Background: an optimization exercise with open tools, aiming at small area and a short achievable clock period. Do not read the settings as production practice. Function was checked by simulation only, so behaviour that the tests miss may differ from the original. Power and IR drop assume default switching activity.

$ cat flow/config.mk
export PLATFORM = sky130hd
export DESIGN_NAME = ca_gen_scheduler
export DESIGN_NICKNAME = ca_gen_scheduler
export VERILOG_FILES = /design/flow/design.v
export SDC_FILE = /design/flow/constraint.sdc
export NUM_CORES = 4
export LEC_CHECK = 0
export CAP_MARGIN = 20
export CORE_MARGIN = 2
export CORE_UTILIZATION = 22
export PLACE_DENSITY = 0.35
export SETUP_SLACK_MARGIN = 0.2
export SLEW_MARGIN = 20
export SYNTH_MEMORY_MAX_BITS = 8192
$ cat flow/constraint.sdc
create_clock -name core_clock -period 6.0 [get_ports {clk}]
set_input_delay 1.2000 -clock core_clock [delete_from_list [all_inputs] [get_ports {clk}]]
set_output_delay 1.2000 -clock core_clock [all_outputs]
set_load 0.01 [all_outputs]
$ cat flow/run.sh
#!/bin/bash
# synth_recipe.tcl (not shown) runs the flow's synth.tcl, then flattens the netlist and writes it again
# the make line also repeats each setting of config.mk as NAME=value (left out here)
make -C /OpenROAD-flow-scripts/flow DESIGN_CONFIG=/design/flow/config.mk WORK_HOME=/design/flow/orfs CLKGATE_MAP_FILE= SYNTH_SCRIPT=/design/flow/synth_recipe.tcl finish
$ cat flow/design.v
package ca_pkg;
  typedef enum logic [1:0] {
    IDLE,
    CALC,
    WRITE
  } ca_state_e;
  localparam int CA_ROWS = 60;
  localparam int PTR_W   = $clog2(CA_ROWS);
  function automatic int mod_add(int a, int b, int rows);
    int s;
    s = a + b;
    if (s >= rows) s = s - rows;
    mod_add = s;
  endfunction
  function automatic int mod_inc(int a, int rows);
    mod_inc = (a == rows - 1) ? 0 : a + 1;
  endfunction
  function automatic logic rule_bit(logic [7:0] rule,
                                    logic [2:0] win);
    rule_bit = rule[win];
  endfunction
endpackage
module ca_rule_row
#(
  parameter int         WIDTH = 80,
  parameter logic [7:0] RULE  = 8'd30
) (
  input  logic [WIDTH-1:0] row,
  output logic [WIDTH-1:0] next_row
);
  logic [WIDTH+1:0] ext;
  always_comb begin
    ext = {1'b0, row, 1'b0};
    next_row = '0;
    for (int i = 0; i < WIDTH; i++) begin
      next_row[i] = ca_pkg::rule_bit(RULE, ext[i +: 3]);
    end
  end
endmodule
module ca_gen_scheduler
#(
  parameter int               WIDTH          = 80,
  parameter int               ROWS           = ca_pkg::CA_ROWS,
  parameter logic [7:0]       RULE           = 8'd30,
  parameter logic [WIDTH-1:0] SEED           = WIDTH'(1) << 40,
  parameter int               FRAMES_PER_GEN = 4
) (
  input  logic                     clk,
  input  logic                     rstn,
  input  logic                     frame_tick,
  input  logic                     run,
  input  logic                     step,
  input  logic [$clog2(ROWS)-1:0]  rd_row,
  output logic [WIDTH-1:0]         rd_data,
  output logic                     busy,
  output logic                     overrun,
  output logic [15:0]              gen_count
);
  localparam int AW = $clog2(ROWS);
  localparam int CW = $clog2(ROWS + 1);
  localparam int FW = (FRAMES_PER_GEN > 1) ?
                      $clog2(FRAMES_PER_GEN) : 1;
  ca_pkg::ca_state_e state;
  logic [AW-1:0]    head;
  logic [AW-1:0]    wr_ptr;
  logic [AW-1:0]    phys;
  logic [AW-1:0]    wa;
  logic [CW-1:0]    filled;
  logic [FW-1:0]    frame_cnt;
  logic [WIDTH-1:0] cur_row;
  logic [WIDTH-1:0] next_row;
  logic [WIDTH-1:0] calc_row;
  logic [WIDTH-1:0] wd;
  logic [WIDTH-1:0] mem [ROWS];
  logic             seed_pend;
  logic             full;
  logic             frame_last;
  logic             start;
  logic             rd_ok;
  logic             we;
  int               ofs;
  assign full       = (filled == CW'(ROWS));
  assign frame_last = (frame_cnt == FW'(FRAMES_PER_GEN - 1));
  assign start      = step | (run & frame_tick & frame_last);
  always_comb begin
    wr_ptr = full ? head :
             AW'(ca_pkg::mod_add(int'(head), int'(filled), ROWS));
    ofs    = int'(rd_row) + int'(filled) - ROWS;
    rd_ok  = (int'(rd_row) < ROWS) && (ofs >= 0);
    phys   = '0;
    if (rd_ok) begin
      phys = AW'(ca_pkg::mod_add(int'(head), ofs, ROWS));
    end
    we = seed_pend | (state == ca_pkg::WRITE);
    wa = seed_pend ? '0 : wr_ptr;
    wd = seed_pend ? SEED : next_row;
  end
  ca_rule_row #(
    .WIDTH (WIDTH),
    .RULE  (RULE)
  ) u_rule (
    .row      (cur_row),
    .next_row (calc_row)
  );
  always_ff @(posedge clk) begin
    if (we) begin
      mem[wa] <= wd;
    end
  end
  always_ff @(posedge clk or negedge rstn) begin
    if (!rstn) begin
      rd_data <= '0;
    end else if (!rd_ok) begin
      rd_data <= '0;
    end else if (seed_pend) begin
      rd_data <= SEED;
    end else begin
      rd_data <= mem[phys];
    end
  end
  always_ff @(posedge clk or negedge rstn) begin
    if (!rstn) begin
      state     <= ca_pkg::IDLE;
      busy      <= 1'b0;
      overrun   <= 1'b0;
      gen_count <= '0;
      head      <= '0;
      filled    <= CW'(1);
      cur_row   <= SEED;
      next_row  <= '0;
      frame_cnt <= '0;
      seed_pend <= 1'b1;
    end else begin
      seed_pend <= 1'b0;
      if (run & frame_tick) begin
        frame_cnt <= frame_last ? '0 : frame_cnt + 1'b1;
      end
      if (start & busy) begin
        overrun <= 1'b1;
      end
      unique case (state)
        ca_pkg::IDLE: begin
          if (start) begin
            state <= ca_pkg::CALC;
            busy  <= 1'b1;
          end
        end
        ca_pkg::CALC: begin
          next_row <= calc_row;
          state    <= ca_pkg::WRITE;
        end
        ca_pkg::WRITE: begin
          cur_row   <= next_row;
          gen_count <= gen_count + 16'd1;
          if (full) begin
            head <= AW'(ca_pkg::mod_inc(int'(head), ROWS));
          end else begin
            filled <= filled + 1'b1;
          end
          state <= ca_pkg::IDLE;
          busy  <= 1'b0;
        end
        default: begin
          state <= ca_pkg::IDLE;
          busy  <= 1'b0;
        end
      endcase
    end
  end
endmodule
==> summary.txt <==
Total Die Area: 927000 µm²
Top flip-flop cell by instance count after synthesis: edfxtp_1
Clock sinks: 5075
Die width: 963 µm
P_leak: 85.7 nW
Placed standard-cell area: 231000 µm²
Setup crit start kind: input pin
Worst slew margin relative to its limit: 0.295
Share of the clock period used by the worst path: 0.939
Setup slack on the worst flop-to-flop path: 0.45 ns
Largest fanout on the critical path: 8
Per-instance average area after synthesis: 14.4 µm²
Hold violation count in the final report: 0
Clock Tree Root: clkbuf_16
Fraction of synthesis flops using an asynchronous set or reset pin: 0.0542
Number of fill cells in the layout: 93600
Hold WS: 0.483 ns
Share of the yosys chip area belonging to registers: 0.747
Final HPWL DP: 509000 µm
Required @ worst endpoint: 6.96 ns
Worst hold path type: flop to flop
Worst-case clock skew: 0.0439 ns
Layout overhead on the synthesized area: 23.7%
Worst-margin pin slew: 1.06 ns
Worst-Skew Late Latency: 1.13 ns
Layout Utilization: 0.273
Buffer levels on the longest clock path: 4
Clock transition at the registers of the reported paths: 0.06 ns
Antenna Nets Post-Route: 0
Die height: 963 µm
IO Count: 109
Number of distinct standard cells referenced by the synthesized netlist: 83
Synthesis warning total: 2
Syn Inst Count: 14100
H-Tree Level Count: 6
Post-route non-filler standard cell count: 27800
Destination of the worst register-to-register timing path: rd_data[52]$_DFF_PN0_
Most common library cell in the layout ignoring fill and taps: edfxtp_1
Largest stage delay on the critical path: 0.50 ns
Placer Congestion: 0.771
Number of violations reported at the end of detailed-routing iteration 0: 11200
Fraction of final layout cells sized beyond drive strength 1: 0.168
Startpoint of the worst register-to-register path: filled[1]$_DFFE_PN0P_
Highest-count cells in the layout ignoring fill and taps: edfxtp_1 (4800), nand2_1 (2065), buf_4 (979)
Post-synthesis sequential element count: 5075
GRT Overall Usage: 0.173
Post-synthesis instance area: 202000 µm²
Data arrival time at the worst-slack endpoint: 6.60 ns
Wire length of the first global-routing pass: 1140000 µm
Start point of the worst hold path: overrun$_DFFE_PN0P_
TritonCTS buffer count: 588
Floorplan core area: 917000 µm²
Port Buffers: 108
Post-Route WL: 833000 µm
Peak supply drop: 884 µV
Hold path cells: 1
First drt pass iteration count: 5
Pins over their slew limit: 0
Slowest-stage cell, CP: clkdlybuf4s50_1
RSZ-0062 raised after global routing: no
Setup violators final: 0
Overflow left after global routing: 0
Effective utilization at floorplan: 0.220
Final instance area: 250000 µm²
Placed Instances: 26700
Antenna violations before repair: 42
Vias: 129000
Post-synth EDFFs: 4800
Vias in the first global route: 130000
Post-route total power: 112 mW
Worst Reg-to-Reg Cells: 24
Type of the worst setup path: input pin to flop
Fmax: 0.177 GHz
Nature of the critical path endpoint: flop
Outcome: timing/DRC/antenna clean
Pwr per Cell Area: 446 nW/µm²
Vias per cell: 4.65
Number of nets in the final layout: 15100
Minimum clock period: 5.64 ns
Largest net degree at the start of global routing: 125
Remaining routing DRC violations: 0
Number of max-capacitance violations reported: 0
Standard-cell row count: 352
Number of nets in the synthesized netlist: 14100
Hold endpoint: overrun$_DFFE_PN0P_
Average wire per standard cell: 30.0 µm
Most Frequent Cell on Critical Path: buf_12
CTS tree: yes
## logic make-up after synthesis
group                    synth area share
XOR/XNOR                          0.00484
AO/OA/AOI/OAI                       0.106
flip-flops                          0.747
multiplexers                       0.0343
other                           0.0000185
buffers and inverters              0.0217
AND/OR/NAND/NOR                    0.0835
adder cells (fa/ha/maj)           0.00250
## worst max path at each step
stage	from	to	slack, ns	cells past startpoint
2_1_floorplan	head[0]$_DFFE_PN0P_	mem[20][0]$_DFFE_PP_	-0.98	12
3_3_place_gp	rd_row[1]	rd_data[78]$_DFF_PN0_	-1.86	23
3_5_place_dp	rd_row[1]	rd_data[78]$_DFF_PN0_	-1.78	23
4_1_cts	rd_row[1]	rd_data[31]$_DFF_PN0_	0.20	25
5_1_grt	filled[0]$_DFFE_PN1P_	rd_data[71]$_DFF_PN0_	0.21	23
6_report	rd_row[3]	rd_data[25]$_DFF_PN0_	0.36	25
## per-stage QoR
stage	setup slack, ns	TNS, ns
2_1_floorplan	-0.983	-2596.87
3_3_place_gp	-1.86	-115.32
3_5_place_dp	-1.78	-110.88
4_1_cts	0.201	0
5_1_grt	0.211	0
6_report	0.363	0
## repair_timing
item	4_1_cts	5_1_grt
gates resized for setup	25	61
endpoints found under the hold margin	20	0
pin swaps	9	12
hold buffers	1	0
setup endpoints to repair	80	79
buffers inserted	11	5
cloned	1	5
## routing by layer
metal,global-route usage,up-vias,routed length (µm)
met4,0.0330,0,16900
met1,0.236,68900,374000
li1,-,56600,-
met2,0.302,2797,413000
met5,0,-,0
met3,0.0176,845,29600
## where the power goes
| group | internal (mW) | switching (mW) | leakage (nW) |
|---|---|---|---|
| combinational | 12.2 | 24.7 | 26.3 |
| sequential | 38.9 | 0.505 | 50.4 |
| clock | 20.1 | 15.2 | 9.02 |
| total | 71.1 | 40.4 | 85.7 |
## cell usage after synthesis (29+ instances only)
cell type / count / share of area
edfxtp_1: 4800 / 0.71
nand2_1: 2073 / 0.038
clkbuf_1: 892 / 0.017
nor2_1: 855 / 0.016
a21oi_1: 716 / 0.018
o21ai_0: 542 / 0.013
mux2i_1: 493 / 0.024
nand3_1: 477 / 0.012
a221oi_1: 311 / 0.013
o221ai_1: 295 / 0.013
and3_1: 288 / 0.0089
dfrtp_1: 272 / 0.034
a31oi_1: 240 / 0.0074
mux2_2: 161 / 0.0090
nor2b_1: 156 / 0.0048
a2111oi_0: 142 / 0.0061
o22ai_1: 139 / 0.0043
a221o_1: 134 / 0.0066
o211ai_1: 116 / 0.0043
a211oi_1: 96 / 0.0036
a311oi_1: 87 / 0.0038
xor2_1: 87 / 0.0038
buf_2: 74 / 0.0018
o32a_1: 74 / 0.0037
o2111ai_1: 71 / 0.0031
buf_1: 68 / 0.0013
o31ai_1: 68 / 0.0025
ha_1: 34 / 0.0021
nor3_1: 29 / 0.00072
## state kept, by name, summed over array words and instances, names as in the netlist
register,cells
cur_row,80
busy,1
frame_cnt,2
gen_count,16
filled,6
rd_data,80
overrun,1
head,6
state,2
seed_pend,1
next_row,80
mem,4800
## area by class of cell
cell class	instances	area, µm²	area share
Sequential cell	5075	151000	0.603
Multi-Input combinational cell	7885	48500	0.194
Timing Repair Buffer	1508	16900	0.0675
Clock buffer	822	16300	0.0651
Tap cell	12200	15300	0.0611
Clock inverter	245	2120	0.00845
Inverter	20	82.6	0.000330
Antenna cell	17	42.5	0.000170
## critical path, delay by kind of cell
kind | cells | cell delay (ns)
adders and majority gates | 3 | 0.99
buffers and inverters | 9 | 1.83
xor gates and xnor gates | 1 | 0.13
and+or+nand+nor | 3 | 0.99
AOI/OAI and AO/OA | 9 | 1.40

afterwards: timing with drivers on the ports:
The flow's constraints put no driver on any port. The routed layout listed below was extracted and timed again, unchanged, in two steps.
Step 1 (the two cells are an assumption about what drives the block):
set clk [get_ports {clk}]
set_driving_cell -lib_cell sky130_fd_sc_hd__clkbuf_16 $clk
set_driving_cell -lib_cell sky130_fd_sc_hd__buf_2 [delete_from_list [all_inputs] $clk]
Step 2 adds t to the input delays and takes it off the output delays; t is the mean of the earliest and latest rising clock arrival at the registers after step 1. Input paths then give back, and output paths get back, about the clock's delay inside the block.
a / b / c = ideal ports / drivers / drivers and shift; a / b = the first two.
t, ns: 1.230
setup slack, ns: 0.363 / 0.446 / -0.767
pins driven straight from the clock port: 1
With both steps, setup timing fails in this run, where it was met with ideal ports. The setup slack of this run moves by +0.083 ns with the drivers and by -1.130 ns with both steps.
